From an optimization exercise on the open Yosys and OpenROAD flow, aimed at small area and a short achievable clock period; shortcuts taken in it are not production practice.
At most, simulation tests tie the RTL to the original design; equivalence was not proved.
Function not checked in run 2: the RTL went through the layout flow alone.
No activity file was given, so power comes from the tool's default toggle rates.

`design.v`:
```
`timescale 1ns/1ps
module fp16_pipe #(
    parameter int W  = 1,
    parameter bit EN = 1'b1
) (
    input  logic         clk,
    input  logic [W-1:0] d,
    output logic [W-1:0] q
);
    if (EN) begin : g_reg
        always_ff @(posedge clk) q <= d;
    end else begin : g_wire
        assign q = d;
    end
endmodule
module fp16_vpipe #(
    parameter bit EN = 1'b1
) (
    input  logic clk,
    input  logic rst,
    input  logic d,
    output logic q
);
    if (EN) begin : g_reg
        always_ff @(posedge clk)
            if (rst) q <= 1'b0;
            else     q <= d;
    end else begin : g_wire
        assign q = d & ~rst;
    end
endmodule
module fp16_unpack (
    input  logic [15:0] w_i,
    output logic [10:0] sig_o,
    output logic [4:0]  exp_o
);
    logic n;
    always_comb begin
        n     = w_i[14:10] != 5'd0;
        sig_o = {n, w_i[9:0]};
        exp_o = n ? w_i[14:10] : {4'd0, w_i[9:0] != 10'd0};
    end
endmodule
`timescale 1ns/1ps
module fp16_mul_a (
    input  logic [10:0] a_i,
    input  logic [10:0] b_i,
    output logic [57:0] cs_o
);
    logic pp0_0;
    assign pp0_0 = a_i[0] & b_i[0];
    logic pp0_1;
    assign pp0_1 = a_i[0] & b_i[1];
    logic pp0_2;
    assign pp0_2 = a_i[0] & b_i[2];
    logic pp0_3;
    assign pp0_3 = a_i[0] & b_i[3];
    logic pp0_4;
    assign pp0_4 = a_i[0] & b_i[4];
    logic pp0_5;
    assign pp0_5 = a_i[0] & b_i[5];
    logic pp0_6;
    assign pp0_6 = a_i[0] & b_i[6];
    logic pp0_7;
    assign pp0_7 = a_i[0] & b_i[7];
    logic pp0_8;
    assign pp0_8 = a_i[0] & b_i[8];
    logic pp0_9;
    assign pp0_9 = a_i[0] & b_i[9];
    logic pp0_10;
    assign pp0_10 = a_i[0] & b_i[10];
    logic pp1_0;
    assign pp1_0 = a_i[1] & b_i[0];
    logic pp1_1;
    assign pp1_1 = a_i[1] & b_i[1];
    logic pp1_2;
    assign pp1_2 = a_i[1] & b_i[2];
    logic pp1_3;
    assign pp1_3 = a_i[1] & b_i[3];
    logic pp1_4;
    assign pp1_4 = a_i[1] & b_i[4];
    logic pp1_5;
    assign pp1_5 = a_i[1] & b_i[5];
    logic pp1_6;
    assign pp1_6 = a_i[1] & b_i[6];
    logic pp1_7;
    assign pp1_7 = a_i[1] & b_i[7];
    logic pp1_8;
    assign pp1_8 = a_i[1] & b_i[8];
    logic pp1_9;
    assign pp1_9 = a_i[1] & b_i[9];
    logic pp1_10;
    assign pp1_10 = a_i[1] & b_i[10];
    logic pp2_0;
    assign pp2_0 = a_i[2] & b_i[0];
    logic pp2_1;
    assign pp2_1 = a_i[2] & b_i[1];
    logic pp2_2;
    assign pp2_2 = a_i[2] & b_i[2];
    logic pp2_3;
    assign pp2_3 = a_i[2] & b_i[3];
    logic pp2_4;
    assign pp2_4 = a_i[2] & b_i[4];
    logic pp2_5;
    assign pp2_5 = a_i[2] & b_i[5];
    logic pp2_6;
    assign pp2_6 = a_i[2] & b_i[6];
    logic pp2_7;
    assign pp2_7 = a_i[2] & b_i[7];
    logic pp2_8;
    assign pp2_8 = a_i[2] & b_i[8];
    logic pp2_9;
    assign pp2_9 = a_i[2] & b_i[9];
    logic pp2_10;
    assign pp2_10 = a_i[2] & b_i[10];
    logic pp3_0;
    assign pp3_0 = a_i[3] & b_i[0];
    logic pp3_1;
    assign pp3_1 = a_i[3] & b_i[1];
    logic pp3_2;
    assign pp3_2 = a_i[3] & b_i[2];
    logic pp3_3;
    assign pp3_3 = a_i[3] & b_i[3];
    logic pp3_4;
    assign pp3_4 = a_i[3] & b_i[4];
    logic pp3_5;
    assign pp3_5 = a_i[3] & b_i[5];
    logic pp3_6;
    assign pp3_6 = a_i[3] & b_i[6];
    logic pp3_7;
    assign pp3_7 = a_i[3] & b_i[7];
    logic pp3_8;
    assign pp3_8 = a_i[3] & b_i[8];
    logic pp3_9;
    assign pp3_9 = a_i[3] & b_i[9];
    logic pp3_10;
    assign pp3_10 = a_i[3] & b_i[10];
    logic pp4_0;
    assign pp4_0 = a_i[4] & b_i[0];
    logic pp4_1;
    assign pp4_1 = a_i[4] & b_i[1];
    logic pp4_2;
    assign pp4_2 = a_i[4] & b_i[2];
    logic pp4_3;
    assign pp4_3 = a_i[4] & b_i[3];
    logic pp4_4;
    assign pp4_4 = a_i[4] & b_i[4];
    logic pp4_5;
    assign pp4_5 = a_i[4] & b_i[5];
    logic pp4_6;
    assign pp4_6 = a_i[4] & b_i[6];
    logic pp4_7;
    assign pp4_7 = a_i[4] & b_i[7];
    logic pp4_8;
    assign pp4_8 = a_i[4] & b_i[8];
    logic pp4_9;
    assign pp4_9 = a_i[4] & b_i[9];
    logic pp4_10;
    assign pp4_10 = a_i[4] & b_i[10];
    logic pp5_0;
    assign pp5_0 = a_i[5] & b_i[0];
    logic pp5_1;
    assign pp5_1 = a_i[5] & b_i[1];
    logic pp5_2;
    assign pp5_2 = a_i[5] & b_i[2];
    logic pp5_3;
    assign pp5_3 = a_i[5] & b_i[3];
    logic pp5_4;
    assign pp5_4 = a_i[5] & b_i[4];
    logic pp5_5;
    assign pp5_5 = a_i[5] & b_i[5];
    logic pp5_6;
    assign pp5_6 = a_i[5] & b_i[6];
    logic pp5_7;
    assign pp5_7 = a_i[5] & b_i[7];
    logic pp5_8;
    assign pp5_8 = a_i[5] & b_i[8];
    logic pp5_9;
    assign pp5_9 = a_i[5] & b_i[9];
    logic pp5_10;
    assign pp5_10 = a_i[5] & b_i[10];
    logic pp6_0;
    assign pp6_0 = a_i[6] & b_i[0];
    logic pp6_1;
    assign pp6_1 = a_i[6] & b_i[1];
    logic pp6_2;
    assign pp6_2 = a_i[6] & b_i[2];
    logic pp6_3;
    assign pp6_3 = a_i[6] & b_i[3];
    logic pp6_4;
    assign pp6_4 = a_i[6] & b_i[4];
    logic pp6_5;
    assign pp6_5 = a_i[6] & b_i[5];
    logic pp6_6;
    assign pp6_6 = a_i[6] & b_i[6];
    logic pp6_7;
    assign pp6_7 = a_i[6] & b_i[7];
    logic pp6_8;
    assign pp6_8 = a_i[6] & b_i[8];
    logic pp6_9;
    assign pp6_9 = a_i[6] & b_i[9];
    logic pp6_10;
    assign pp6_10 = a_i[6] & b_i[10];
    logic pp7_0;
    assign pp7_0 = a_i[7] & b_i[0];
    logic pp7_1;
    assign pp7_1 = a_i[7] & b_i[1];
    logic pp7_2;
    assign pp7_2 = a_i[7] & b_i[2];
    logic pp7_3;
    assign pp7_3 = a_i[7] & b_i[3];
    logic pp7_4;
    assign pp7_4 = a_i[7] & b_i[4];
    logic pp7_5;
    assign pp7_5 = a_i[7] & b_i[5];
    logic pp7_6;
    assign pp7_6 = a_i[7] & b_i[6];
    logic pp7_7;
    assign pp7_7 = a_i[7] & b_i[7];
    logic pp7_8;
    assign pp7_8 = a_i[7] & b_i[8];
    logic pp7_9;
    assign pp7_9 = a_i[7] & b_i[9];
    logic pp7_10;
    assign pp7_10 = a_i[7] & b_i[10];
    logic pp8_0;
    assign pp8_0 = a_i[8] & b_i[0];
    logic pp8_1;
    assign pp8_1 = a_i[8] & b_i[1];
    logic pp8_2;
    assign pp8_2 = a_i[8] & b_i[2];
    logic pp8_3;
    assign pp8_3 = a_i[8] & b_i[3];
    logic pp8_4;
    assign pp8_4 = a_i[8] & b_i[4];
    logic pp8_5;
    assign pp8_5 = a_i[8] & b_i[5];
    logic pp8_6;
    assign pp8_6 = a_i[8] & b_i[6];
    logic pp8_7;
    assign pp8_7 = a_i[8] & b_i[7];
    logic pp8_8;
    assign pp8_8 = a_i[8] & b_i[8];
    logic pp8_9;
    assign pp8_9 = a_i[8] & b_i[9];
    logic pp8_10;
    assign pp8_10 = a_i[8] & b_i[10];
    logic pp9_0;
    assign pp9_0 = a_i[9] & b_i[0];
    logic pp9_1;
    assign pp9_1 = a_i[9] & b_i[1];
    logic pp9_2;
    assign pp9_2 = a_i[9] & b_i[2];
    logic pp9_3;
    assign pp9_3 = a_i[9] & b_i[3];
    logic pp9_4;
    assign pp9_4 = a_i[9] & b_i[4];
    logic pp9_5;
    assign pp9_5 = a_i[9] & b_i[5];
    logic pp9_6;
    assign pp9_6 = a_i[9] & b_i[6];
    logic pp9_7;
    assign pp9_7 = a_i[9] & b_i[7];
    logic pp9_8;
    assign pp9_8 = a_i[9] & b_i[8];
    logic pp9_9;
    assign pp9_9 = a_i[9] & b_i[9];
    logic pp9_10;
    assign pp9_10 = a_i[9] & b_i[10];
    logic pp10_0;
    assign pp10_0 = a_i[10] & b_i[0];
    logic pp10_1;
    assign pp10_1 = a_i[10] & b_i[1];
    logic pp10_2;
    assign pp10_2 = a_i[10] & b_i[2];
    logic pp10_3;
    assign pp10_3 = a_i[10] & b_i[3];
    logic pp10_4;
    assign pp10_4 = a_i[10] & b_i[4];
    logic pp10_5;
    assign pp10_5 = a_i[10] & b_i[5];
    logic pp10_6;
    assign pp10_6 = a_i[10] & b_i[6];
    logic pp10_7;
    assign pp10_7 = a_i[10] & b_i[7];
    logic pp10_8;
    assign pp10_8 = a_i[10] & b_i[8];
    logic pp10_9;
    assign pp10_9 = a_i[10] & b_i[9];
    logic pp10_10;
    assign pp10_10 = a_i[10] & b_i[10];
    logic w1;
    logic w2;
    logic w3;
    logic w4;
    logic w5;
    logic w6;
    logic w7;
    logic w8;
    logic w9;
    logic w10;
    logic w11;
    logic w12;
    assign w1 = pp0_9 ^ pp1_8;
    assign w2 = pp0_9 & pp1_8;
    assign w3 = pp1_9 ^ pp2_8 ^ pp3_7;
    assign w4 = (pp1_9 & pp2_8) | (pp1_9 & pp3_7) | (pp2_8 & pp3_7);
    assign w5 = pp4_6 ^ pp5_5;
    assign w6 = pp4_6 & pp5_5;
    assign w7 = pp2_9 ^ pp3_8 ^ pp4_7;
    assign w8 = (pp2_9 & pp3_8) | (pp2_9 & pp4_7) | (pp3_8 & pp4_7);
    assign w9 = pp5_6 ^ pp6_5;
    assign w10 = pp5_6 & pp6_5;
    assign w11 = pp3_9 ^ pp4_8 ^ pp5_7;
    assign w12 = (pp3_9 & pp4_8) | (pp3_9 & pp5_7) | (pp4_8 & pp5_7);
    logic w13;
    logic w14;
    logic w15;
    logic w16;
    logic w17;
    logic w18;
    logic w19;
    logic w20;
    logic w21;
    logic w22;
    logic w23;
    logic w24;
    logic w25;
    logic w26;
    logic w27;
    logic w28;
    logic w29;
    logic w30;
    logic w31;
    logic w32;
    logic w33;
    logic w34;
    logic w35;
    logic w36;
    logic w37;
    logic w38;
    logic w39;
    logic w40;
    logic w41;
    logic w42;
    logic w43;
    logic w44;
    logic w45;
    logic w46;
    logic w47;
    logic w48;
    logic w49;
    logic w50;
    logic w51;
    logic w52;
    logic w53;
    logic w54;
    logic w55;
    logic w56;
    logic w57;
    logic w58;
    logic w59;
    logic w60;
    assign w13 = pp0_6 ^ pp1_5;
    assign w14 = pp0_6 & pp1_5;
    assign w15 = pp0_7 ^ pp1_6 ^ pp2_5;
    assign w16 = (pp0_7 & pp1_6) | (pp0_7 & pp2_5) | (pp1_6 & pp2_5);
    assign w17 = pp3_4 ^ pp4_3;
    assign w18 = pp3_4 & pp4_3;
    assign w19 = pp0_8 ^ pp1_7 ^ pp2_6;
    assign w20 = (pp0_8 & pp1_7) | (pp0_8 & pp2_6) | (pp1_7 & pp2_6);
    assign w21 = pp3_5 ^ pp4_4 ^ pp5_3;
    assign w22 = (pp3_5 & pp4_4) | (pp3_5 & pp5_3) | (pp4_4 & pp5_3);
    assign w23 = pp6_2 ^ pp7_1;
    assign w24 = pp6_2 & pp7_1;
    assign w25 = pp2_7 ^ pp3_6 ^ pp4_5;
    assign w26 = (pp2_7 & pp3_6) | (pp2_7 & pp4_5) | (pp3_6 & pp4_5);
    assign w27 = pp5_4 ^ pp6_3 ^ pp7_2;
    assign w28 = (pp5_4 & pp6_3) | (pp5_4 & pp7_2) | (pp6_3 & pp7_2);
    assign w29 = pp8_1 ^ pp9_0 ^ w1;
    assign w30 = (pp8_1 & pp9_0) | (pp8_1 & w1) | (pp9_0 & w1);
    assign w31 = pp6_4 ^ pp7_3 ^ pp8_2;
    assign w32 = (pp6_4 & pp7_3) | (pp6_4 & pp8_2) | (pp7_3 & pp8_2);
    assign w33 = pp9_1 ^ pp0_10 ^ pp10_0;
    assign w34 = (pp9_1 & pp0_10) | (pp9_1 & pp10_0) | (pp0_10 & pp10_0);
    assign w35 = w3 ^ w5 ^ w2;
    assign w36 = (w3 & w5) | (w3 & w2) | (w5 & w2);
    assign w37 = pp7_4 ^ pp8_3 ^ pp9_2;
    assign w38 = (pp7_4 & pp8_3) | (pp7_4 & pp9_2) | (pp8_3 & pp9_2);
    assign w39 = pp1_10 ^ pp10_1 ^ w7;
    assign w40 = (pp1_10 & pp10_1) | (pp1_10 & w7) | (pp10_1 & w7);
    assign w41 = w9 ^ w4 ^ w6;
    assign w42 = (w9 & w4) | (w9 & w6) | (w4 & w6);
    assign w43 = pp6_6 ^ pp7_5 ^ pp8_4;
    assign w44 = (pp6_6 & pp7_5) | (pp6_6 & pp8_4) | (pp7_5 & pp8_4);
    assign w45 = pp9_3 ^ pp2_10 ^ pp10_2;
    assign w46 = (pp9_3 & pp2_10) | (pp9_3 & pp10_2) | (pp2_10 & pp10_2);
    assign w47 = w11 ^ w8 ^ w10;
    assign w48 = (w11 & w8) | (w11 & w10) | (w8 & w10);
    assign w49 = pp4_9 ^ pp5_8 ^ pp6_7;
    assign w50 = (pp4_9 & pp5_8) | (pp4_9 & pp6_7) | (pp5_8 & pp6_7);
    assign w51 = pp7_6 ^ pp8_5 ^ pp9_4;
    assign w52 = (pp7_6 & pp8_5) | (pp7_6 & pp9_4) | (pp8_5 & pp9_4);
    assign w53 = pp3_10 ^ pp10_3 ^ w12;
    assign w54 = (pp3_10 & pp10_3) | (pp3_10 & w12) | (pp10_3 & w12);
    assign w55 = pp5_9 ^ pp6_8 ^ pp7_7;
    assign w56 = (pp5_9 & pp6_8) | (pp5_9 & pp7_7) | (pp6_8 & pp7_7);
    assign w57 = pp8_6 ^ pp9_5 ^ pp4_10;
    assign w58 = (pp8_6 & pp9_5) | (pp8_6 & pp4_10) | (pp9_5 & pp4_10);
    assign w59 = pp6_9 ^ pp7_8 ^ pp8_7;
    assign w60 = (pp6_9 & pp7_8) | (pp6_9 & pp8_7) | (pp7_8 & pp8_7);
    logic w61;
    logic w62;
    logic w63;
    logic w64;
    logic w65;
    logic w66;
    logic w67;
    logic w68;
    logic w69;
    logic w70;
    logic w71;
    logic w72;
    logic w73;
    logic w74;
    logic w75;
    logic w76;
    logic w77;
    logic w78;
    logic w79;
    logic w80;
    logic w81;
    logic w82;
    logic w83;
    logic w84;
    logic w85;
    logic w86;
    logic w87;
    logic w88;
    logic w89;
    logic w90;
    logic w91;
    logic w92;
    logic w93;
    logic w94;
    logic w95;
    logic w96;
    logic w97;
    logic w98;
    logic w99;
    logic w100;
    logic w101;
    logic w102;
    logic w103;
    logic w104;
    logic w105;
    logic w106;
    logic w107;
    logic w108;
    logic w109;
    logic w110;
    logic w111;
    logic w112;
    assign w61 = pp0_4 ^ pp1_3;
    assign w62 = pp0_4 & pp1_3;
    assign w63 = pp0_5 ^ pp1_4 ^ pp2_3;
    assign w64 = (pp0_5 & pp1_4) | (pp0_5 & pp2_3) | (pp1_4 & pp2_3);
    assign w65 = pp3_2 ^ pp4_1;
    assign w66 = pp3_2 & pp4_1;
    assign w67 = pp2_4 ^ pp3_3 ^ pp4_2;
    assign w68 = (pp2_4 & pp3_3) | (pp2_4 & pp4_2) | (pp3_3 & pp4_2);
    assign w69 = pp5_1 ^ pp6_0 ^ w13;
    assign w70 = (pp5_1 & pp6_0) | (pp5_1 & w13) | (pp6_0 & w13);
    assign w71 = pp5_2 ^ pp6_1 ^ pp7_0;
    assign w72 = (pp5_2 & pp6_1) | (pp5_2 & pp7_0) | (pp6_1 & pp7_0);
    assign w73 = w15 ^ w17 ^ w14;
    assign w74 = (w15 & w17) | (w15 & w14) | (w17 & w14);
    assign w75 = pp8_0 ^ w19 ^ w21;
    assign w76 = (pp8_0 & w19) | (pp8_0 & w21) | (w19 & w21);
    assign w77 = w23 ^ w16 ^ w18;
    assign w78 = (w23 & w16) | (w23 & w18) | (w16 & w18);
    assign w79 = w25 ^ w27 ^ w29;
    assign w80 = (w25 & w27) | (w25 & w29) | (w27 & w29);
    assign w81 = w20 ^ w22 ^ w24;
    assign w82 = (w20 & w22) | (w20 & w24) | (w22 & w24);
    assign w83 = w31 ^ w33 ^ w35;
    assign w84 = (w31 & w33) | (w31 & w35) | (w33 & w35);
    assign w85 = w26 ^ w28 ^ w30;
    assign w86 = (w26 & w28) | (w26 & w30) | (w28 & w30);
    assign w87 = w37 ^ w39 ^ w41;
    assign w88 = (w37 & w39) | (w37 & w41) | (w39 & w41);
    assign w89 = w32 ^ w34 ^ w36;
    assign w90 = (w32 & w34) | (w32 & w36) | (w34 & w36);
    assign w91 = w43 ^ w45 ^ w47;
    assign w92 = (w43 & w45) | (w43 & w47) | (w45 & w47);
    assign w93 = w38 ^ w40 ^ w42;
    assign w94 = (w38 & w40) | (w38 & w42) | (w40 & w42);
    assign w95 = w49 ^ w51 ^ w53;
    assign w96 = (w49 & w51) | (w49 & w53) | (w51 & w53);
    assign w97 = w44 ^ w46 ^ w48;
    assign w98 = (w44 & w46) | (w44 & w48) | (w46 & w48);
    assign w99 = pp10_4 ^ w55 ^ w57;
    assign w100 = (pp10_4 & w55) | (pp10_4 & w57) | (w55 & w57);
    assign w101 = w50 ^ w52 ^ w54;
    assign w102 = (w50 & w52) | (w50 & w54) | (w52 & w54);
    assign w103 = pp9_6 ^ pp5_10 ^ pp10_5;
    assign w104 = (pp9_6 & pp5_10) | (pp9_6 & pp10_5) | (pp5_10 & pp10_5);
    assign w105 = w59 ^ w56 ^ w58;
    assign w106 = (w59 & w56) | (w59 & w58) | (w56 & w58);
    assign w107 = pp7_9 ^ pp8_8 ^ pp9_7;
    assign w108 = (pp7_9 & pp8_8) | (pp7_9 & pp9_7) | (pp8_8 & pp9_7);
    assign w109 = pp6_10 ^ pp10_6 ^ w60;
    assign w110 = (pp6_10 & pp10_6) | (pp6_10 & w60) | (pp10_6 & w60);
    assign w111 = pp8_9 ^ pp9_8 ^ pp7_10;
    assign w112 = (pp8_9 & pp9_8) | (pp8_9 & pp7_10) | (pp9_8 & pp7_10);
    logic w113;
    logic w114;
    logic w115;
    logic w116;
    logic w117;
    logic w118;
    logic w119;
    logic w120;
    logic w121;
    logic w122;
    logic w123;
    logic w124;
    logic w125;
    logic w126;
    logic w127;
    logic w128;
    logic w129;
    logic w130;
    logic w131;
    logic w132;
    logic w133;
    logic w134;
    logic w135;
    logic w136;
    logic w137;
    logic w138;
    logic w139;
    logic w140;
    logic w141;
    logic w142;
    logic w143;
    logic w144;
    assign w113 = pp0_3 ^ pp1_2;
    assign w114 = pp0_3 & pp1_2;
    assign w115 = pp2_2 ^ pp3_1 ^ pp4_0;
    assign w116 = (pp2_2 & pp3_1) | (pp2_2 & pp4_0) | (pp3_1 & pp4_0);
    assign w117 = pp5_0 ^ w63 ^ w65;
    assign w118 = (pp5_0 & w63) | (pp5_0 & w65) | (w63 & w65);
    assign w119 = w67 ^ w69 ^ w64;
    assign w120 = (w67 & w69) | (w67 & w64) | (w69 & w64);
    assign w121 = w71 ^ w73 ^ w68;
    assign w122 = (w71 & w73) | (w71 & w68) | (w73 & w68);
    assign w123 = w75 ^ w77 ^ w72;
    assign w124 = (w75 & w77) | (w75 & w72) | (w77 & w72);
    assign w125 = w79 ^ w81 ^ w76;
    assign w126 = (w79 & w81) | (w79 & w76) | (w81 & w76);
    assign w127 = w83 ^ w85 ^ w80;
    assign w128 = (w83 & w85) | (w83 & w80) | (w85 & w80);
    assign w129 = w87 ^ w89 ^ w84;
    assign w130 = (w87 & w89) | (w87 & w84) | (w89 & w84);
    assign w131 = w91 ^ w93 ^ w88;
    assign w132 = (w91 & w93) | (w91 & w88) | (w93 & w88);
    assign w133 = w95 ^ w97 ^ w92;
    assign w134 = (w95 & w97) | (w95 & w92) | (w97 & w92);
    assign w135 = w99 ^ w101 ^ w96;
    assign w136 = (w99 & w101) | (w99 & w96) | (w101 & w96);
    assign w137 = w103 ^ w105 ^ w100;
    assign w138 = (w103 & w105) | (w103 & w100) | (w105 & w100);
    assign w139 = w107 ^ w109 ^ w104;
    assign w140 = (w107 & w109) | (w107 & w104) | (w109 & w104);
    assign w141 = pp10_7 ^ w111 ^ w108;
    assign w142 = (pp10_7 & w111) | (pp10_7 & w108) | (w111 & w108);
    assign w143 = pp9_9 ^ pp8_10 ^ pp10_8;
    assign w144 = (pp9_9 & pp8_10) | (pp9_9 & pp10_8) | (pp8_10 & pp10_8);
    assign cs_o = {pp10_10, w144, pp10_9, pp9_10, w143, w142, w112, w141, w140, w110, w139, w138, w106, w137, w136, w102, w135, w134, w98, w133, w132, w94, w131, w130, w90, w129, w128, w86, w127, w126, w82, w125, w124, w78, w123, w122, w74, w121, w120, w70, w119, w118, w66, w117, w116, w62, w115, w114, w61, w113, pp3_0, pp2_1, pp2_0, pp1_1, pp0_2, pp1_0, pp0_1, pp0_0};
endmodule
module fp16_mul_b (
    input  logic [57:0] cs_i,
    output logic [21:0] row0_o,
    output logic [21:0] row1_o
);
    logic pp0_0;
    assign pp0_0 = cs_i[0];
    logic pp0_1;
    assign pp0_1 = cs_i[1];
    logic pp1_0;
    assign pp1_0 = cs_i[2];
    logic pp0_2;
    assign pp0_2 = cs_i[3];
    logic pp1_1;
    assign pp1_1 = cs_i[4];
    logic pp2_0;
    assign pp2_0 = cs_i[5];
    logic pp2_1;
    assign pp2_1 = cs_i[6];
    logic pp3_0;
    assign pp3_0 = cs_i[7];
    logic w113;
    assign w113 = cs_i[8];
    logic w61;
    assign w61 = cs_i[9];
    logic w114;
    assign w114 = cs_i[10];
    logic w115;
    assign w115 = cs_i[11];
    logic w62;
    assign w62 = cs_i[12];
    logic w116;
    assign w116 = cs_i[13];
    logic w117;
    assign w117 = cs_i[14];
    logic w66;
    assign w66 = cs_i[15];
    logic w118;
    assign w118 = cs_i[16];
    logic w119;
    assign w119 = cs_i[17];
    logic w70;
    assign w70 = cs_i[18];
    logic w120;
    assign w120 = cs_i[19];
    logic w121;
    assign w121 = cs_i[20];
    logic w74;
    assign w74 = cs_i[21];
    logic w122;
    assign w122 = cs_i[22];
    logic w123;
    assign w123 = cs_i[23];
    logic w78;
    assign w78 = cs_i[24];
    logic w124;
    assign w124 = cs_i[25];
    logic w125;
    assign w125 = cs_i[26];
    logic w82;
    assign w82 = cs_i[27];
    logic w126;
    assign w126 = cs_i[28];
    logic w127;
    assign w127 = cs_i[29];
    logic w86;
    assign w86 = cs_i[30];
    logic w128;
    assign w128 = cs_i[31];
    logic w129;
    assign w129 = cs_i[32];
    logic w90;
    assign w90 = cs_i[33];
    logic w130;
    assign w130 = cs_i[34];
    logic w131;
    assign w131 = cs_i[35];
    logic w94;
    assign w94 = cs_i[36];
    logic w132;
    assign w132 = cs_i[37];
    logic w133;
    assign w133 = cs_i[38];
    logic w98;
    assign w98 = cs_i[39];
    logic w134;
    assign w134 = cs_i[40];
    logic w135;
    assign w135 = cs_i[41];
    logic w102;
    assign w102 = cs_i[42];
    logic w136;
    assign w136 = cs_i[43];
    logic w137;
    assign w137 = cs_i[44];
    logic w106;
    assign w106 = cs_i[45];
    logic w138;
    assign w138 = cs_i[46];
    logic w139;
    assign w139 = cs_i[47];
    logic w110;
    assign w110 = cs_i[48];
    logic w140;
    assign w140 = cs_i[49];
    logic w141;
    assign w141 = cs_i[50];
    logic w112;
    assign w112 = cs_i[51];
    logic w142;
    assign w142 = cs_i[52];
    logic w143;
    assign w143 = cs_i[53];
    logic pp9_10;
    assign pp9_10 = cs_i[54];
    logic pp10_9;
    assign pp10_9 = cs_i[55];
    logic w144;
    assign w144 = cs_i[56];
    logic pp10_10;
    assign pp10_10 = cs_i[57];
    logic w145;
    logic w146;
    logic w147;
    logic w148;
    logic w149;
    logic w150;
    logic w151;
    logic w152;
    logic w153;
    logic w154;
    logic w155;
    logic w156;
    logic w157;
    logic w158;
    logic w159;
    logic w160;
    logic w161;
    logic w162;
    logic w163;
    logic w164;
    logic w165;
    logic w166;
    logic w167;
    logic w168;
    logic w169;
    logic w170;
    logic w171;
    logic w172;
    logic w173;
    logic w174;
    logic w175;
    logic w176;
    logic w177;
    logic w178;
    logic w179;
    logic w180;
    assign w145 = pp0_2 ^ pp1_1;
    assign w146 = pp0_2 & pp1_1;
    assign w147 = pp2_1 ^ pp3_0 ^ w113;
    assign w148 = (pp2_1 & pp3_0) | (pp2_1 & w113) | (pp3_0 & w113);
    assign w149 = w61 ^ w115 ^ w114;
    assign w150 = (w61 & w115) | (w61 & w114) | (w115 & w114);
    assign w151 = w62 ^ w117 ^ w116;
    assign w152 = (w62 & w117) | (w62 & w116) | (w117 & w116);
    assign w153 = w66 ^ w119 ^ w118;
    assign w154 = (w66 & w119) | (w66 & w118) | (w119 & w118);
    assign w155 = w70 ^ w121 ^ w120;
    assign w156 = (w70 & w121) | (w70 & w120) | (w121 & w120);
    assign w157 = w74 ^ w123 ^ w122;
    assign w158 = (w74 & w123) | (w74 & w122) | (w123 & w122);
    assign w159 = w78 ^ w125 ^ w124;
    assign w160 = (w78 & w125) | (w78 & w124) | (w125 & w124);
    assign w161 = w82 ^ w127 ^ w126;
    assign w162 = (w82 & w127) | (w82 & w126) | (w127 & w126);
    assign w163 = w86 ^ w129 ^ w128;
    assign w164 = (w86 & w129) | (w86 & w128) | (w129 & w128);
    assign w165 = w90 ^ w131 ^ w130;
    assign w166 = (w90 & w131) | (w90 & w130) | (w131 & w130);
    assign w167 = w94 ^ w133 ^ w132;
    assign w168 = (w94 & w133) | (w94 & w132) | (w133 & w132);
    assign w169 = w98 ^ w135 ^ w134;
    assign w170 = (w98 & w135) | (w98 & w134) | (w135 & w134);
    assign w171 = w102 ^ w137 ^ w136;
    assign w172 = (w102 & w137) | (w102 & w136) | (w137 & w136);
    assign w173 = w106 ^ w139 ^ w138;
    assign w174 = (w106 & w139) | (w106 & w138) | (w139 & w138);
    assign w175 = w110 ^ w141 ^ w140;
    assign w176 = (w110 & w141) | (w110 & w140) | (w141 & w140);
    assign w177 = w112 ^ w143 ^ w142;
    assign w178 = (w112 & w143) | (w112 & w142) | (w143 & w142);
    assign w179 = pp9_10 ^ pp10_9 ^ w144;
    assign w180 = (pp9_10 & pp10_9) | (pp9_10 & w144) | (pp10_9 & w144);
    assign row0_o = {1'b0, pp10_10, w179, w177, w175, w173, w171, w169, w167, w165, w163, w161, w159, w157, w155, w153, w151, w149, w147, pp2_0, pp0_1, pp0_0};
    assign row1_o = {1'b0, w180, w178, w176, w174, w172, w170, w168, w166, w164, w162, w160, w158, w156, w154, w152, w150, w148, w146, w145, pp1_0, 1'b0};
endmodule
module fp16_mul_cpa (
    input  logic [21:0] row0_i,
    input  logic [21:0] row1_i,
    output logic [21:0] prod_o
);
    assign prod_o = row0_i + row1_i;
endmodule
`timescale 1ns/1ps
module fp16_expo1 (
    input  logic [4:0]  k_exp_i,
    input  logic [4:0]  x_exp_i,
    input  logic [15:0] b_i,
    output logic [10:0] b_sig_o,
    output logic [4:0]  b_exp_o,
    output logic [6:0]  pe_o,        
    output logic [7:0]  d_o          
);
    logic b_n;
    always_comb begin
        b_n     = b_i[14:10] != 5'd0;
        b_exp_o = b_n ? b_i[14:10] : 5'd1;
        b_sig_o = {b_n, b_i[9:0]};
        pe_o    = {2'd0, k_exp_i} + {2'd0, x_exp_i} - 7'd15;
        d_o     = {3'd0, k_exp_i} + {3'd0, x_exp_i} - 8'd15 - {3'd0, b_exp_o};
    end
endmodule
module fp16_expo2 (
    input  logic [4:0] b_exp_i,
    input  logic [6:0] pe_i,
    input  logic [7:0] d_i,
    input  logic       p_sign_i,
    input  logic       b_sign_i,
    output logic       p_wins_o,
    output logic [4:0] shift_o,      
    output logic       drop_o,       
    output logic       edge_o,       
    output logic [5:0] exp_o,        
    output logic       sign_o,
    output logic       sub_o
);
    logic signed [7:0] d, nd;
    always_comb begin
        d        = d_i;
        nd       = -d;
        p_wins_o = d > 8'sd0;
        if (p_wins_o) begin
            shift_o = d[4:0];
            drop_o  = d > 8'sd21;
            edge_o  = d == 8'sd21;        
            exp_o   = pe_i[5:0];
            sign_o  = p_sign_i;
        end else begin
            shift_o = nd[4:0];
            drop_o  = nd > 8'sd22;
            edge_o  = nd == 8'sd22;       
            exp_o   = {1'b0, b_exp_i};
            sign_o  = b_sign_i;
        end
        sub_o = p_sign_i ^ b_sign_i;
    end
endmodule
module fp16_align (
    input  logic [21:0] prod_i,
    input  logic [10:0] b_sig_i,
    input  logic        p_wins_i,
    input  logic [4:0]  shift_i,
    input  logic        drop_i,
    input  logic        edge_i,
    input  logic        sub_i,
    output logic [21:0] hi_o,
    output logic [32:0] lo_o
);
    logic        p_top, drop;
    logic [21:0] p, bb, lo_in;
    logic [32:0] lo;
    always_comb begin
        p_top = prod_i[21];
        p     = {prod_i[21:1], prod_i[0] & ~p_top};
        bb    = {1'b0, b_sig_i, 10'd0};
        drop  = drop_i | (edge_i & (p_top ~^ p_wins_i));
        hi_o  = p_wins_i ? p : bb;
        lo_in = p_wins_i ? bb : p;
        lo    = drop ? 33'd0 : {lo_in, 11'd0} >> shift_i;
        lo_o  = sub_i ? ~lo : lo;
    end
endmodule
module fp16_cadd #(
    parameter int W = 34
) (
    input  logic [W-1:0] a_i,
    input  logic [W-1:0] b_i,
    output logic [W:0]   s0_o,      
    output logic [W:0]   s1_o       
);
    localparam int L = $clog2(W);
    logic [W-1:0] g [L+1];
    logic [W-1:0] p [L+1];
    logic [W-1:0] hp;
    assign g[0]  = a_i & b_i;
    assign p[0]  = a_i | b_i;
    assign hp    = a_i ^ b_i;
    for (genvar l = 0; l < L; l++) begin : g_lvl
        for (genvar i = 0; i < W; i++) begin : g_bit
            if ((i >> l) & 1) begin : g_op
                localparam int J = ((i >> l) << l) - 1;
                assign g[l+1][i] = g[l][i] | (p[l][i] & g[l][J]);
                assign p[l+1][i] = p[l][i] & p[l][J];
            end else begin : g_pass
                assign g[l+1][i] = g[l][i];
                assign p[l+1][i] = p[l][i];
            end
        end
    end
    logic [W:0] c0, c1;
    assign c0 = {g[L], 1'b0};
    assign c1 = {g[L] | p[L], 1'b1};
    assign s0_o = {c0[W], hp ^ c0[W-1:0]};
    assign s1_o = {c1[W], hp ^ c1[W-1:0]};
endmodule
module fp16_add (
    input  logic [21:0] hi_i,
    input  logic [32:0] lo_i,
    input  logic        sub_i,
    output logic [33:0] mag_o,
    output logic        neg_o
);
    logic [34:0] t0, t1;
    fp16_cadd #(34) cadd_i (
        .a_i({1'b0, hi_i, 11'd0}), .b_i({sub_i, lo_i}), .s0_o(t0), .s1_o(t1)
    );
    always_comb begin
        neg_o = sub_i & ~t0[34];
        if (!sub_i)
            mag_o = t0[33:0];
        else if (t0[34])
            mag_o = t1[33:0];
        else
            mag_o = ~t0[33:0];
    end
endmodule
`timescale 1ns/1ps
module fp16_lzc (
    input  logic [33:0] v_i,
    output logic [5:0]  n_o
);
    logic [63:0] z [7];
    logic [5:0]  c [7][64];
    always_comb begin
        for (int i = 0; i < 64; i++) begin
            z[0][i] = (i < 34) ? ~v_i[33 - i] : 1'b1;
            c[0][i] = '0;
        end
        for (int l = 1; l <= 6; l++) begin
            for (int i = 0; i < 64; i++) begin
                z[l][i] = 1'b0;
                c[l][i] = '0;
            end
            for (int i = 0; i < (64 >> l); i++) begin
                z[l][i] = z[l-1][2*i] & z[l-1][2*i+1];
                if (z[l-1][2*i])
                    c[l][i] = c[l-1][2*i+1] | 6'(1 << (l - 1));
                else
                    c[l][i] = c[l-1][2*i];
            end
        end
        n_o = c[6][0];
    end
endmodule
module fp16_normalize (
    input  logic [33:0] mag_i,
    input  logic [5:0]  exp_i,      
    output logic [14:0] top_o,      
    output logic [5:0]  shift_o     
);
    logic [33:0] m, mark, n;
    fp16_lzc lzc_i (.v_i(m), .n_o(shift_o));
    always_comb begin
        mark  = (exp_i <= 6'd32) ? 34'(34'd1 << (6'd32 - exp_i)) : 34'd0;
        m     = mag_i | mark;
        n     = mag_i << {shift_o[5:2], 2'b00};
        top_o = n[33:19];
    end
endmodule
module fp16_fine (
    input  logic [14:0] top_i,
    input  logic [1:0]  shift_i,
    output logic [10:0] sig_o,
    output logic        rnd_o
);
    logic [14:0] n;
    always_comb begin
        n     = top_i << shift_i;
        sig_o = n[14:4];
        rnd_o = n[3];
    end
endmodule
module fp16_round (
    input  logic        sign_i,
    input  logic [10:0] sig_i,
    input  logic        rnd_i,
    input  logic [5:0]  e2_i,
    input  logic [5:0]  shift_i,
    output logic [15:0] result_o
);
    logic        inc;
    logic [5:0]  e0, e1, e;
    logic [9:0]  frac;
    logic        sat, zero;
    always_comb begin
        inc  = rnd_i & (&sig_i[9:0]);           
        e0   = e2_i - shift_i;
        e1   = e2_i - shift_i + 6'd1;
        e    = sig_i[10] ? (inc ? e1 : e0) : {5'd0, inc};
        frac = sig_i[9:0] + 10'(rnd_i);
        sat  = e > 6'd30;
        zero = ~sig_i[10] & (sig_i[9:0] == 10'd0) & ~rnd_i;
        if (sat)
            result_o = {sign_i, 15'h7BFF};
        else if (zero)
            result_o = 16'd0;
        else
            result_o = {sign_i, e[4:0], frac};
    end
endmodule
`timescale 1ns/1ps
module fp16_mac (
    input  logic                        clk,
    input  logic                        rst,
    input  logic                        in_valid_i,
    input  logic [2-1:0]           tag_i,
    input  logic [16-1:0]          k_i,
    input  logic [16-1:0]          x_i,
    input  logic [16-1:0]          b_i,
    output logic                        out_valid_o,
    output logic [2-1:0]           tag_o,
    output logic [16-1:0]          result_o
);
    localparam int CSW = 58;       
    logic [10:0] u_k_sig, u_x_sig;
    logic [4:0]  u_k_exp, u_x_exp;
    logic [CSW-1:0] m_cs, c1_cs;
    logic [10:0] e_b_sig, c1_b_sig;
    logic [4:0]  e_b_exp, c1_b_exp;
    logic [6:0]  e_pe, c1_pe;
    logic [7:0]  e_d, c1_d;
    logic        c1_p_sign, c1_b_sign;
    logic [1:0]  c1_tag;
    logic        c1_valid;
    fp16_unpack unpack_k (.w_i(k_i), .sig_o(u_k_sig), .exp_o(u_k_exp));
    fp16_unpack unpack_x (.w_i(x_i), .sig_o(u_x_sig), .exp_o(u_x_exp));
    fp16_mul_a mul_a_i (.a_i(u_k_sig), .b_i(u_x_sig), .cs_o(m_cs));
    fp16_expo1 expo1_i (
        .k_exp_i(u_k_exp), .x_exp_i(u_x_exp), .b_i(b_i),
        .b_sig_o(e_b_sig), .b_exp_o(e_b_exp), .pe_o(e_pe), .d_o(e_d)
    );
    fp16_vpipe #(1'b1) c1_v (.clk, .rst, .d(in_valid_i), .q(c1_valid));
    fp16_pipe #(CSW + 35, 1'b1) c1 (.clk,
        .d({m_cs, e_b_sig, e_b_exp, e_pe, e_d, k_i[15] ^ x_i[15], b_i[15], tag_i}),
        .q({c1_cs, c1_b_sig, c1_b_exp, c1_pe, c1_d, c1_p_sign, c1_b_sign, c1_tag}));
    logic [21:0] m_row0, m_row1, m_prod, c2_prod;
    logic        x_p_wins, x_drop, x_edge, x_sign, x_sub;
    logic [4:0]  x_shift;
    logic [5:0]  x_exp;
    logic [10:0] c2_b_sig;
    logic        c2_p_wins, c2_drop, c2_edge, c2_sign, c2_sub;
    logic [4:0]  c2_shift;
    logic [5:0]  c2_exp;
    logic [1:0]  c2_tag;
    logic        c2_valid;
    fp16_mul_b mul_b_i (.cs_i(c1_cs), .row0_o(m_row0), .row1_o(m_row1));
    fp16_mul_cpa mul_cpa_i (.row0_i(m_row0), .row1_i(m_row1), .prod_o(m_prod));
    fp16_expo2 expo2_i (
        .b_exp_i(c1_b_exp), .pe_i(c1_pe), .d_i(c1_d), .p_sign_i(c1_p_sign), .b_sign_i(c1_b_sign),
        .p_wins_o(x_p_wins), .shift_o(x_shift), .drop_o(x_drop), .edge_o(x_edge),
        .exp_o(x_exp), .sign_o(x_sign), .sub_o(x_sub)
    );
    fp16_vpipe #(1'b1) c2_v (.clk, .rst, .d(c1_valid), .q(c2_valid));
    fp16_pipe #(51, 1'b1) c2 (.clk,
        .d({m_prod, c1_b_sig, x_p_wins, x_shift, x_drop, x_edge, x_exp, x_sign, x_sub, c1_tag}),
        .q({c2_prod, c2_b_sig, c2_p_wins, c2_shift, c2_drop, c2_edge, c2_exp, c2_sign, c2_sub, c2_tag}));
    logic [21:0] a_hi, c3_hi;
    logic [32:0] a_lo, c3_lo;
    logic [5:0]  c3_exp;
    logic        c3_sign, c3_sub;
    logic [1:0]  c3_tag;
    logic        c3_valid;
    fp16_align align_i (
        .prod_i(c2_prod), .b_sig_i(c2_b_sig), .p_wins_i(c2_p_wins), .shift_i(c2_shift),
        .drop_i(c2_drop), .edge_i(c2_edge), .sub_i(c2_sub), .hi_o(a_hi), .lo_o(a_lo)
    );
    fp16_vpipe #(1'b1) c3_v (.clk, .rst, .d(c2_valid), .q(c3_valid));
    fp16_pipe #(65, 1'b1) c3 (.clk,
        .d({a_hi, a_lo, c2_exp, c2_sign, c2_sub, c2_tag}),
        .q({c3_hi, c3_lo, c3_exp, c3_sign, c3_sub, c3_tag}));
    logic [33:0] d_mag, c4_mag;
    logic        d_neg;
    logic [5:0]  c4_exp;
    logic        c4_sign;
    logic [1:0]  c4_tag;
    logic        c4_valid;
    fp16_add add_i (.hi_i(c3_hi), .lo_i(c3_lo), .sub_i(c3_sub), .mag_o(d_mag), .neg_o(d_neg));
    fp16_vpipe #(1'b1) c4_v (.clk, .rst, .d(c3_valid), .q(c4_valid));
    fp16_pipe #(43, 1'b1) c4 (.clk,
        .d({d_mag, c3_exp, c3_sign ^ d_neg, c3_tag}),
        .q({c4_mag, c4_exp, c4_sign, c4_tag}));
    logic [14:0] n_top, c5_top;
    logic        c5_sign;
    logic [5:0]  n_shift, c5_shift, c5_e2;
    logic [1:0]  c5_tag;
    logic        c5_valid;
    fp16_normalize normalize_i (.mag_i(c4_mag), .exp_i(c4_exp), .top_o(n_top), .shift_o(n_shift));
    fp16_vpipe #(1'b1) c5_v (.clk, .rst, .d(c4_valid), .q(c5_valid));
    fp16_pipe #(30, 1'b1) c5 (.clk,
        .d({n_top, n_shift, c4_exp + 6'd2, c4_sign, c4_tag}),
        .q({c5_top, c5_shift, c5_e2, c5_sign, c5_tag}));
    logic [15:0] r_result;
    logic [10:0] f_sig;
    logic        f_rnd;
    fp16_fine fine_i (.top_i(c5_top), .shift_i(c5_shift[1:0]), .sig_o(f_sig), .rnd_o(f_rnd));
    fp16_round round_i (.sign_i(c5_sign), .sig_i(f_sig), .rnd_i(f_rnd), .e2_i(c5_e2), .shift_i(c5_shift), .result_o(r_result));
    always_ff @(posedge clk) begin
        if (rst) begin
            out_valid_o <= 1'b0;
            tag_o       <= '0;
            result_o    <= '0;
        end else begin
            out_valid_o <= c5_valid;
            if (c5_valid) begin
                tag_o    <= c5_tag;
                result_o <= r_result;
            end
        end
    end
endmodule
```
`run.sh`:
```
#!/bin/bash
# synth_recipe.tcl (not shown) runs the flow's synth.tcl, then flattens the netlist and writes it again
# the make line also repeats each setting of config.mk as NAME=value (left out here)
make -C /OpenROAD-flow-scripts/flow DESIGN_CONFIG=/design/flow/config.mk WORK_HOME=/design/flow/orfs CLKGATE_MAP_FILE= SYNTH_SCRIPT=/design/flow/synth_recipe.tcl finish
```
`config.mk`:
```
export PLATFORM = sky130hd
export DESIGN_NAME = fp16_mac
export DESIGN_NICKNAME = fp16_mac
export VERILOG_FILES = /design/flow/design.v
export SDC_FILE = /design/flow/constraint.sdc
export NUM_CORES = 4
export LEC_CHECK = 0
export CAP_MARGIN = 20
export CORE_MARGIN = 2
export CORE_UTILIZATION = 40
export SETUP_SLACK_MARGIN = 2.5
export SLEW_MARGIN = 20
```
`constraint.sdc`:
```
create_clock -name core_clock -period 6.0 [get_ports {clk}]
set_input_delay 1.2000 -clock core_clock [delete_from_list [all_inputs] [get_ports {clk}]]
set_output_delay 1.2000 -clock core_clock [all_outputs]
set_load 0.01 [all_outputs]
```
==> results of run 1 <==
==> Yosys cell counts, types with 7 or more instances <==
master | instances | area share
sky130_fd_sc_hd__a211oi_1 | 19 | 0.0078
sky130_fd_sc_hd__a21o_1 | 24 | 0.0098
sky130_fd_sc_hd__a21oi_1 | 68 | 0.019
sky130_fd_sc_hd__a221o_1 | 10 | 0.0055
sky130_fd_sc_hd__a22oi_1 | 7 | 0.0029
sky130_fd_sc_hd__a31oi_1 | 18 | 0.0061
sky130_fd_sc_hd__and2_1 | 90 | 0.031
sky130_fd_sc_hd__and3_1 | 13 | 0.0044
sky130_fd_sc_hd__buf_1 | 12 | 0.0025
sky130_fd_sc_hd__clkbuf_1 | 70 | 0.014
sky130_fd_sc_hd__dfxtp_1 | 305 | 0.33
sky130_fd_sc_hd__fa_1 | 87 | 0.095
sky130_fd_sc_hd__ha_1 | 108 | 0.074
sky130_fd_sc_hd__inv_1 | 166 | 0.034
sky130_fd_sc_hd__mux2_2 | 35 | 0.022
sky130_fd_sc_hd__mux2i_1 | 57 | 0.031
sky130_fd_sc_hd__mux4_1 | 9 | 0.013
sky130_fd_sc_hd__mux4_2 | 13 | 0.016
sky130_fd_sc_hd__nand2_1 | 164 | 0.034
sky130_fd_sc_hd__nand2b_1 | 22 | 0.0075
sky130_fd_sc_hd__nand3_1 | 43 | 0.012
sky130_fd_sc_hd__nand4_1 | 10 | 0.0034
sky130_fd_sc_hd__nor2_1 | 133 | 0.027
sky130_fd_sc_hd__nor2b_1 | 22 | 0.0075
sky130_fd_sc_hd__nor3_1 | 41 | 0.011
sky130_fd_sc_hd__nor4_1 | 21 | 0.0072
sky130_fd_sc_hd__o211ai_1 | 23 | 0.0094
sky130_fd_sc_hd__o21a_1 | 10 | 0.0041
sky130_fd_sc_hd__o21ai_0 | 74 | 0.020
sky130_fd_sc_hd__o21bai_1 | 13 | 0.0053
sky130_fd_sc_hd__o22ai_1 | 14 | 0.0048
sky130_fd_sc_hd__o31ai_1 | 7 | 0.0029
sky130_fd_sc_hd__or2_2 | 7 | 0.0024
sky130_fd_sc_hd__or3_1 | 11 | 0.0038
sky130_fd_sc_hd__xnor2_1 | 69 | 0.033
sky130_fd_sc_hd__xor2_1 | 55 | 0.026
==> metal layers <==
| metal | track usage | share of wire | vias up |
|---|---|---|---|
| met5 | 0 | 0 | - |
| met4 | 0.0626 | 0.027 | 0 |
| met3 | 0.0364 | 0.053 | 98 |
| met2 | 0.347 | 0.48 | 395 |
| met1 | 0.263 | 0.44 | 6632 |
| li1 | - | - | 6896 |
==> flip-flops by register name, indices dropped and copies added (netlist names) <==
name,count
c1.q,92
c3.q,65
c2.q,51
c4.q,43
c5.q,30
result_o,16
tag_o,2
c1_v.q,1
c2_v.q,1
c3_v.q,1
c4_v.q,1
c5_v.q,1
out_valid_o,1
==> cell families (layout without fill, tap and decap cells) <==
| logic type | count (synthesis) | in the layout | share of synthesized area |
|---|---|---|---|
| flip-flops | 305 | 305 | 0.333 |
| AO/OA/AOI/OAI | 355 | 355 | 0.132 |
| XOR/XNOR | 125 | 126 | 0.0601 |
| buffers and inverters | 263 | 349 | 0.0553 |
| multiplexers | 114 | 114 | 0.0815 |
| AND/OR/NAND/NOR | 610 | 610 | 0.169 |
| adder cells (fa/ha/maj) | 195 | 195 | 0.169 |
==> final cells by class <==
cell class / count / area (µm²) / area share
Timing Repair Buffer: 112 / 1080 / 0.0503
Tap cell: 600 / 751 / 0.0350
Inverter: 171 / 647 / 0.0301
Multi-Input combinational cell: 1400 / 11700 / 0.544
Sequential cell: 305 / 6120 / 0.285
Clock inverter: 19 / 203 / 0.00944
Clock buffer: 47 / 983 / 0.0458
==> power breakdown <==
group | internal [W] | total, W | leakage, nW | switching, W
sequential | 0.00274 | 0.00356 | 2.56 | 0.000827
clock | 0.00130 | 0.00218 | 0.572 | 0.000876
combinational | 0.00252 | 0.00581 | 6.05 | 0.00329
total | 0.00656 | 0.0115 | 9.18 | 0.00499
==> per-stage QoR <==
stage	area (µm²)	hold slack [ns]	total power [W]	util
after detailed placement	19700	0.312	0.00914	0.434
after global placement	19700	0.310	0.00907	0.434
final	21500	0.299	0.0115	0.474
after global routing	21500	0.318	0.0124	0.474
after floorplan	18600	0.310	0.00749	-
after CTS	21100	0.303	0.0115	0.467
==> worst max path at each step <==
stage               startpoint  endpoint  cells after the start
global placement        k_i[9]  c1.q[11]                     15
detailed placement      x_i[2]  c1.q[11]                     15
floorplan               k_i[4]  c1.q[11]                     14
finish                 k_i[13]  c1.q[11]                     15
CTS                    c4.q[5]  c5.q[20]                     12
global route           c4.q[3]  c5.q[20]                     12
==> worst max-delay path, cell delays in order <==
cell                            delay (ns)
sky130_fd_sc_hd__dlygate4sd2_1        0.26
sky130_fd_sc_hd__nor2_2               0.16
sky130_fd_sc_hd__and2_4               0.17
sky130_fd_sc_hd__a21o_1               0.15
sky130_fd_sc_hd__ha_4                 0.15
sky130_fd_sc_hd__inv_2                0.04
sky130_fd_sc_hd__fa_2                 0.47
sky130_fd_sc_hd__ha_4                 0.28
sky130_fd_sc_hd__inv_2                0.04
sky130_fd_sc_hd__ha_4                 0.15
sky130_fd_sc_hd__fa_2                 0.36
sky130_fd_sc_hd__a21o_1               0.19
sky130_fd_sc_hd__a21oi_2              0.15
sky130_fd_sc_hd__inv_1                0.07
sky130_fd_sc_hd__a21oi_2              0.10
==> what timing repair did <==
item	CTS	global route
pin swaps	21	27
gates resized for setup	183	52
gates cloned	0	1
hold buffers	0	0
setup endpoints to repair	78	43
buffers inserted	12	17
==> run_summary.xml, run 1 <==
<?xml version="1.0" encoding="UTF-8"?>
<metrics>
  <group name="logic_synthesis">
    <metric name="synthDistinctLibCells" unit="">92</metric>
    <metric name="syn-mean-instance-area" unit="µm²">9.32</metric>
    <metric name="seq_area_frac_synth" unit="">0.333</metric>
    <metric name="syn_area" unit="mm²">0.0183</metric>
    <metric name="postSynth.topFlopCell" unit="">sky130_fd_sc_hd__dfxtp_1</metric>
    <metric name="syn-num-nets" unit="">2215</metric>
    <metric name="yosys_warnings" unit="">21</metric>
    <metric name="ys_async_sr_fraction" unit="">0</metric>
    <metric name="number_of_synthesized_register_bits" unit="">305</metric>
    <metric name="synth_edf_count" unit="">0</metric>
    <metric name="syn_inst" unit="">1967</metric>
  </group>
  <group name="sta">
    <metric name="setup_ws" unit="ns">2.53</metric>
    <metric name="max_slew.worst_pin.slew" unit="ns">1.00</metric>
    <metric name="fin_crit_sh" unit="">0.578</metric>
    <metric name="slew-limit-headroom" unit="">0.331</metric>
    <metric name="setup_viol" unit="">0</metric>
    <metric name="post-route-min-period" unit="ns">3.47</metric>
    <metric name="fin_setup_tns" unit="ns">0</metric>
    <metric name="slew_violations" unit="">0</metric>
    <metric name="setup_repair_after_global_routing_missed_its_margin" unit="">yes</metric>
    <metric name="hold_viol_final" unit="">0</metric>
    <metric name="timing.fmax" unit="MHz">289</metric>
    <metric name="skew" unit="ns">0.0342</metric>
  </group>
  <group name="placement">
    <metric name="place_worst_setup_slack" unit="ns">1.27</metric>
    <metric name="port_buffers" unit="">71</metric>
    <metric name="gp_routability_congestion" unit="">0.893</metric>
    <metric name="dpl.hpwl" unit="mm">37.1</metric>
    <metric name="placed_cells" unit="">2558</metric>
  </group>
  <group name="route">
    <metric name="initialDrtViolationCount" unit="">975</metric>
    <metric name="drt-pass1-iter-count" unit="">7</metric>
    <metric name="routedWlPerCell" unit="µm">18.1</metric>
    <metric name="drcViolationCount" unit="">0</metric>
    <metric name="via_to_cell_ratio" unit="">5.28</metric>
    <metric name="routed_wl" unit="mm">48.0</metric>
    <metric name="drt.antenna.violating_nets" unit="">0</metric>
    <metric name="route.vias.total" unit="">14021</metric>
  </group>
  <group name="die">
    <metric name="die_height" unit="µm">218</metric>
    <metric name="core-area" unit="mm²">0.0453</metric>
    <metric name="area_of_the_die" unit="mm²">0.0476</metric>
    <metric name="die_x" unit="µm">218</metric>
    <metric name="starting_density" unit="">0.405</metric>
    <metric name="pin_count" unit="">72</metric>
    <metric name="rows" unit="">78</metric>
  </group>
  <group name="clock_tree">
    <metric name="h-tree-depth" unit="">2</metric>
    <metric name="source_to_sink_clock_delay_at_the_later_pin_of_the_worst_skew_pair" unit="ns">0.56</metric>
    <metric name="ctsRootBufferMaster" unit="">sky130_fd_sc_hd__clkbuf_16</metric>
    <metric name="clk_pin_slew_worst_paths" unit="ns">0.06</metric>
    <metric name="cts_inserted_buffers" unit="">37</metric>
    <metric name="buffer_levels_on_the_longest_clock_path" unit="">3</metric>
    <metric name="tritoncts" unit="">built</metric>
    <metric name="numClockSinks" unit="">305</metric>
  </group>
  <group name="hold_path">
    <metric name="min_delay_path_depth" unit="">0</metric>
    <metric name="holdPathEnd" unit="">c2.q[1]</metric>
    <metric name="min_path_type" unit="">flip-flop to flip-flop</metric>
    <metric name="hold_path.startpoint" unit="">c1.q[1]</metric>
  </group>
  <group name="final_layout">
    <metric name="finalNetCount" unit="">2275</metric>
    <metric name="finalNonFillerCells" unit="">2654</metric>
    <metric name="layout-drive-gt1-share" unit="">0.133</metric>
    <metric name="antenna_cells_inserted" unit="">0</metric>
    <metric name="synthToLayoutAreaGrowth" unit="%">17.2</metric>
    <metric name="layout.cells.most_common_list" unit="">sky130_fd_sc_hd__dfxtp_1, sky130_fd_sc_hd__inv_1, sky130_fd_sc_hd__nand2_1</metric>
    <metric name="most_frequent_standard_cell_in_the_layout_excluding_fill_and_tap_cells" unit="">sky130_fd_sc_hd__dfxtp_1</metric>
    <metric name="nFillCells" unit="">4260</metric>
  </group>
  <group name="critical_path">
    <metric name="r2r-end" unit="">c5.q[20]</metric>
    <metric name="worst_setup_path_start_kind" unit="">input port</metric>
    <metric name="critical_path.reg2reg.startpoint" unit="">c4.q[3]</metric>
    <metric name="number_of_cells_traversed_by_the_worst_register_to_register_path" unit="">11</metric>
    <metric name="cp.required" unit="ns">6.47</metric>
    <metric name="setup.reg_to_reg.worst_slack" unit="ns">2.63</metric>
    <metric name="cp_data_arrival_time" unit="ns">3.93</metric>
    <metric name="timing.critical_path.to_type" unit="">flip-flop</metric>
    <metric name="worst-path-max-fanout" unit="">2</metric>
    <metric name="path_class" unit="">input port to flip-flop</metric>
  </group>
  <group name="grt">
    <metric name="first_global_vias" unit="">14175</metric>
    <metric name="global_route_wire_length_before_repair" unit="mm">76.6</metric>
    <metric name="groute.usage.overall" unit="">0.204</metric>
    <metric name="grt_start_max_net_pins" unit="">51</metric>
    <metric name="gr_overflow_total" unit="">0</metric>
    <metric name="grt_antenna_before_repair" unit="">0</metric>
  </group>
  <group name="pwr">
    <metric name="peakVddDrop" unit="mV">0.181</metric>
    <metric name="leakage" unit="nW">9.18</metric>
    <metric name="power.density" unit="mW/mm²">538</metric>
  </group>
  <group name="status">
    <metric name="outcome" unit="">timing/DRC/antenna clean</metric>
  </group>
  <group name="flow_run">
    <metric name="max-cap-violations" unit="">0</metric>
  </group>
</metrics>
==> run 2, diff against run 1 <==
--- a/design.v
+++ b/design.v
@@ -817,7 +817,7 @@
 );
     logic signed [7:0] d, nd;
     always_comb begin
-        d        = d_i;
+        d        = $signed(d_i);
         nd       = -d;
         p_wins_o = d > 8'sd0;
         if (p_wins_o) begin
==> run 2 against run 1 <==
  * Via count stayed put
  * Cell count unchanged
  * Clock skew unchanged
  * Utilization is the same
  * Clock-buffer cell count is the same
  * First-iteration DRC count stayed put
  * Sequential power about the same
  * Sequential cell count unchanged
  * Critical endpoint unchanged
==> run_summary.xml, run 2 <==
<?xml version="1.0" encoding="UTF-8"?>
<metrics>
  <group name="route">
    <metric name="via_to_cell_ratio" unit="">5.28</metric>
    <metric name="drt.antenna.violating_nets" unit="">0</metric>
    <metric name="drt-pass1-iter-count" unit="">7</metric>
    <metric name="routed_wl" unit="mm">48.0</metric>
    <metric name="initialDrtViolationCount" unit="">975</metric>
    <metric name="routedWlPerCell" unit="µm">18.1</metric>
    <metric name="drcViolationCount" unit="">0</metric>
    <metric name="route.vias.total" unit="">14021</metric>
  </group>
  <group name="logic_synthesis">
    <metric name="synth_area_leaders" unit="">sky130_fd_sc_hd__dfxtp_1, sky130_fd_sc_hd__fa_1, sky130_fd_sc_hd__ha_1</metric>
    <metric name="yosys_warnings" unit="">21</metric>
    <metric name="synth.cells.most_frequent" unit="">sky130_fd_sc_hd__dfxtp_1, sky130_fd_sc_hd__inv_1, sky130_fd_sc_hd__nand2_1</metric>
    <metric name="postSynth.topFlopCell" unit="">sky130_fd_sc_hd__dfxtp_1</metric>
    <metric name="ys_async_sr_fraction" unit="">0</metric>
    <metric name="syn_area" unit="mm²">0.0183</metric>
    <metric name="top_cell_type_s_share_of_synthesized_area" unit="">0.333</metric>
    <metric name="syn-num-nets" unit="">2215</metric>
    <metric name="synth_edf_count" unit="">0</metric>
    <metric name="synth_top_cell_by_area" unit="">sky130_fd_sc_hd__dfxtp_1</metric>
    <metric name="syn-mean-instance-area" unit="µm²">9.32</metric>
    <metric name="syn_inst" unit="">1967</metric>
    <metric name="seq_area_frac_synth" unit="">0.333</metric>
    <metric name="yosys.cell_count.top_type" unit="">sky130_fd_sc_hd__dfxtp_1</metric>
    <metric name="number_of_synthesized_register_bits" unit="">305</metric>
    <metric name="synthDistinctLibCells" unit="">92</metric>
  </group>
  <group name="clock_tree">
    <metric name="numClockSinks" unit="">305</metric>
    <metric name="buffer_levels_on_the_longest_clock_path" unit="">3</metric>
    <metric name="clk_pin_slew_worst_paths" unit="ns">0.06</metric>
    <metric name="h-tree-depth" unit="">2</metric>
    <metric name="tritoncts" unit="">built</metric>
    <metric name="source_to_sink_clock_delay_at_the_later_pin_of_the_worst_skew_pair" unit="ns">0.56</metric>
    <metric name="cts_inserted_buffers" unit="">37</metric>
    <metric name="ctsRootBufferMaster" unit="">sky130_fd_sc_hd__clkbuf_16</metric>
  </group>
  <group name="die">
    <metric name="core-area" unit="mm²">0.0453</metric>
    <metric name="die_height" unit="µm">218</metric>
    <metric name="rows" unit="">78</metric>
    <metric name="area_of_the_die" unit="mm²">0.0476</metric>
    <metric name="starting_density" unit="">0.405</metric>
    <metric name="pin_count" unit="">72</metric>
    <metric name="die_x" unit="µm">218</metric>
  </group>
  <group name="critical_path">
    <metric name="crit_path_top_delay_cell" unit="">sky130_fd_sc_hd__fa_2</metric>
    <metric name="worstPathCellList" unit="">dlygate4sd2_1 &gt; nor2_2 &gt; and2_4 &gt; a21o_1 &gt; ha_4 &gt; inv_2 &gt; fa_2 &gt; ha_4 &gt; inv_2 &gt; ha_4 &gt; fa_2 &gt; a21o_1 &gt; a21oi_2 &gt; inv_1 &gt; a21oi_2</metric>
    <metric name="path_class" unit="">input port to flip-flop</metric>
    <metric name="worst-path-max-fanout" unit="">2</metric>
    <metric name="cp.required" unit="ns">6.47</metric>
    <metric name="cpMostUsedCell" unit="">sky130_fd_sc_hd__ha_4</metric>
    <metric name="cp_data_arrival_time" unit="ns">3.93</metric>
    <metric name="worst_setup_path_start_kind" unit="">input port</metric>
    <metric name="timing.critical_path.to_type" unit="">flip-flop</metric>
    <metric name="cpPeakStageDelay" unit="ns">0.47</metric>
  </group>
  <group name="sta">
    <metric name="slew-limit-headroom" unit="">0.331</metric>
    <metric name="fin_setup_tns" unit="ns">0</metric>
    <metric name="setup_repair_after_global_routing_missed_its_margin" unit="">yes</metric>
    <metric name="post-route-min-period" unit="ns">3.47</metric>
    <metric name="timing.fmax" unit="MHz">289</metric>
    <metric name="max_slew.worst_pin.slew" unit="ns">1.00</metric>
    <metric name="fin_crit_sh" unit="">0.578</metric>
    <metric name="skew" unit="ns">0.0342</metric>
    <metric name="hold_viol_final" unit="">0</metric>
    <metric name="setup_viol" unit="">0</metric>
    <metric name="slew_violations" unit="">0</metric>
  </group>
  <group name="pwr">
    <metric name="power.density" unit="mW/mm²">538</metric>
    <metric name="peakVddDrop" unit="mV">0.181</metric>
    <metric name="leakage" unit="nW">9.18</metric>
    <metric name="finalPower" unit="W">0.0115</metric>
  </group>
  <group name="grt">
    <metric name="grt_start_max_net_pins" unit="">51</metric>
    <metric name="grt_antenna_before_repair" unit="">0</metric>
    <metric name="first_global_vias" unit="">14175</metric>
    <metric name="groute.usage.overall" unit="">0.204</metric>
    <metric name="global_route_wire_length_before_repair" unit="mm">76.6</metric>
    <metric name="gr_overflow_total" unit="">0</metric>
  </group>
  <group name="final_layout">
    <metric name="layout.cells.most_common_list" unit="">sky130_fd_sc_hd__dfxtp_1, sky130_fd_sc_hd__inv_1, sky130_fd_sc_hd__nand2_1</metric>
    <metric name="most_frequent_standard_cell_in_the_layout_excluding_fill_and_tap_cells" unit="">sky130_fd_sc_hd__dfxtp_1</metric>
    <metric name="layout-drive-gt1-share" unit="">0.133</metric>
    <metric name="antenna_cells_inserted" unit="">0</metric>
    <metric name="layout_top_registers" unit="">c1.q: 92 flops, c3.q: 65 flops, c2.q: 51 flops</metric>
    <metric name="synthToLayoutAreaGrowth" unit="%">17.2</metric>
    <metric name="flip_flop_count_of_the_largest_register_after_layout" unit="">92</metric>
    <metric name="largest-register" unit="">c1.q</metric>
    <metric name="finalNetCount" unit="">2275</metric>
    <metric name="multi_input_area" unit="mm²">0.0117</metric>
    <metric name="ff_latch_area" unit="mm²">0.00612</metric>
    <metric name="nFillCells" unit="">4260</metric>
  </group>
  <group name="hold_path">
    <metric name="min_path_type" unit="">flip-flop to flip-flop</metric>
  </group>
  <group name="placement">
    <metric name="dpl.hpwl" unit="mm">37.1</metric>
    <metric name="port_buffers" unit="">71</metric>
    <metric name="gp_routability_congestion" unit="">0.893</metric>
  </group>
  <group name="status">
    <metric name="outcome" unit="">timing/DRC/antenna clean</metric>
  </group>
  <group name="flow_run">
    <metric name="max-cap-violations" unit="">0</metric>
  </group>
</metrics>
[run 2: metal layers]
| layer | part of all wire | GRT usage | vias to the layer above |
|---|---|---|---|
| met5 | 0 | 0 | - |
| met4 | 0.027 | 0.0626 | 0 |
| met3 | 0.053 | 0.0364 | 98 |
| met2 | 0.48 | 0.347 | 395 |
| met1 | 0.44 | 0.263 | 6632 |
| li1 | - | - | 6896 |
[run 2: area by class of cell]
type	count	area share
Inverter	171	0.0301
Tap cell	600	0.0350
Clock inverter	19	0.00944
Sequential cell	305	0.285
Clock buffer	47	0.0458
Timing Repair Buffer	112	0.0503
Multi-Input combinational cell	1400	0.544
[run 2: power breakdown]
group	switching [W]	internal, W	total, W
combinational	0.00329	0.00252	0.00581
clock	0.000876	0.00130	0.00218
sequential	0.000827	0.00274	0.00356
[run 2: path summary, 6_finish.rpt]
kind,from,to,slack (ns),cells past startpoint
worst max-delay path,k_i[13],c1.q[11],2.53,15
worst min-delay path,c1.q[1],c2.q[1],0.30,0
worst max register to register,c4.q[3],c5.q[20],2.63,11
worst min register to register,c1.q[1],c2.q[1],0.30,0
[run 2: metrics by stage]
| step | cell area [µm²] | setup slack (ns) | util | std cells | hold slack (ns) |
|---|---|---|---|---|---|
| after floorplan | 18600 | 2.27 | - | 1967 | 0.310 |
| after global placement | 19700 | 1.30 | 0.434 | 2558 | 0.310 |
| after detailed placement | 19700 | 1.27 | 0.434 | 2558 | 0.312 |
| after CTS | 21100 | 2.41 | 0.467 | 2636 | 0.303 |
| after global routing | 21500 | 2.39 | 0.474 | 2654 | 0.318 |
| final | 21500 | 2.53 | 0.474 | 2654 | 0.299 |
[run 2: logic make-up after synthesis]
logic type	Yosys count	synth area share
buf+inv	263	0.0553
xor+xnor	125	0.0601
mux	114	0.0815
fa+ha+maj	195	0.169
compound gates	355	0.132
flops	305	0.333
simple gates	610	0.169
[run 2: worst max-delay path, delay by kind of cell]
family	cells	cell delay (ns)
compound gates	4	0.59
fa+ha+maj	5	1.41
buf+inv	4	0.41
simple gates	2	0.33
[run 2: what timing repair did]
action,4_1_cts,5_1_grt
gates resized for setup,183,52
setup buffers,12,17
pin swaps,21,27
hold buffers,0,0
cloned,0,1
setup endpoints to repair,78,43

## afterwards: timing with drivers on the ports
The flow's constraints put no driver on any port. The routed layouts listed below were extracted and timed again, unchanged, in two steps.
Step 1 sets driving cells, clkbuf_16 on the clock port and buf_2 on the other inputs (assumed; they add their load-dependent delay and slew).
Step 2 adds t to the input delays and takes it off the output delays; t is the mean of the earliest and latest rising clock arrival at the registers after step 1. Input paths then give back, and output paths get back, about the clock's delay inside the block.
a / b / c = ideal ports / drivers / drivers and shift; a / b = the first two.
run | t (ns) | setup WS [ns] | worst setup path after step 2
run 1 | 0.599 | 2.534 / 2.546 / 1.946 | input to register
run 2 | 0.599 | 2.534 / 2.546 / 1.946 | input to register
After both steps setup and hold are still met in every run listed.
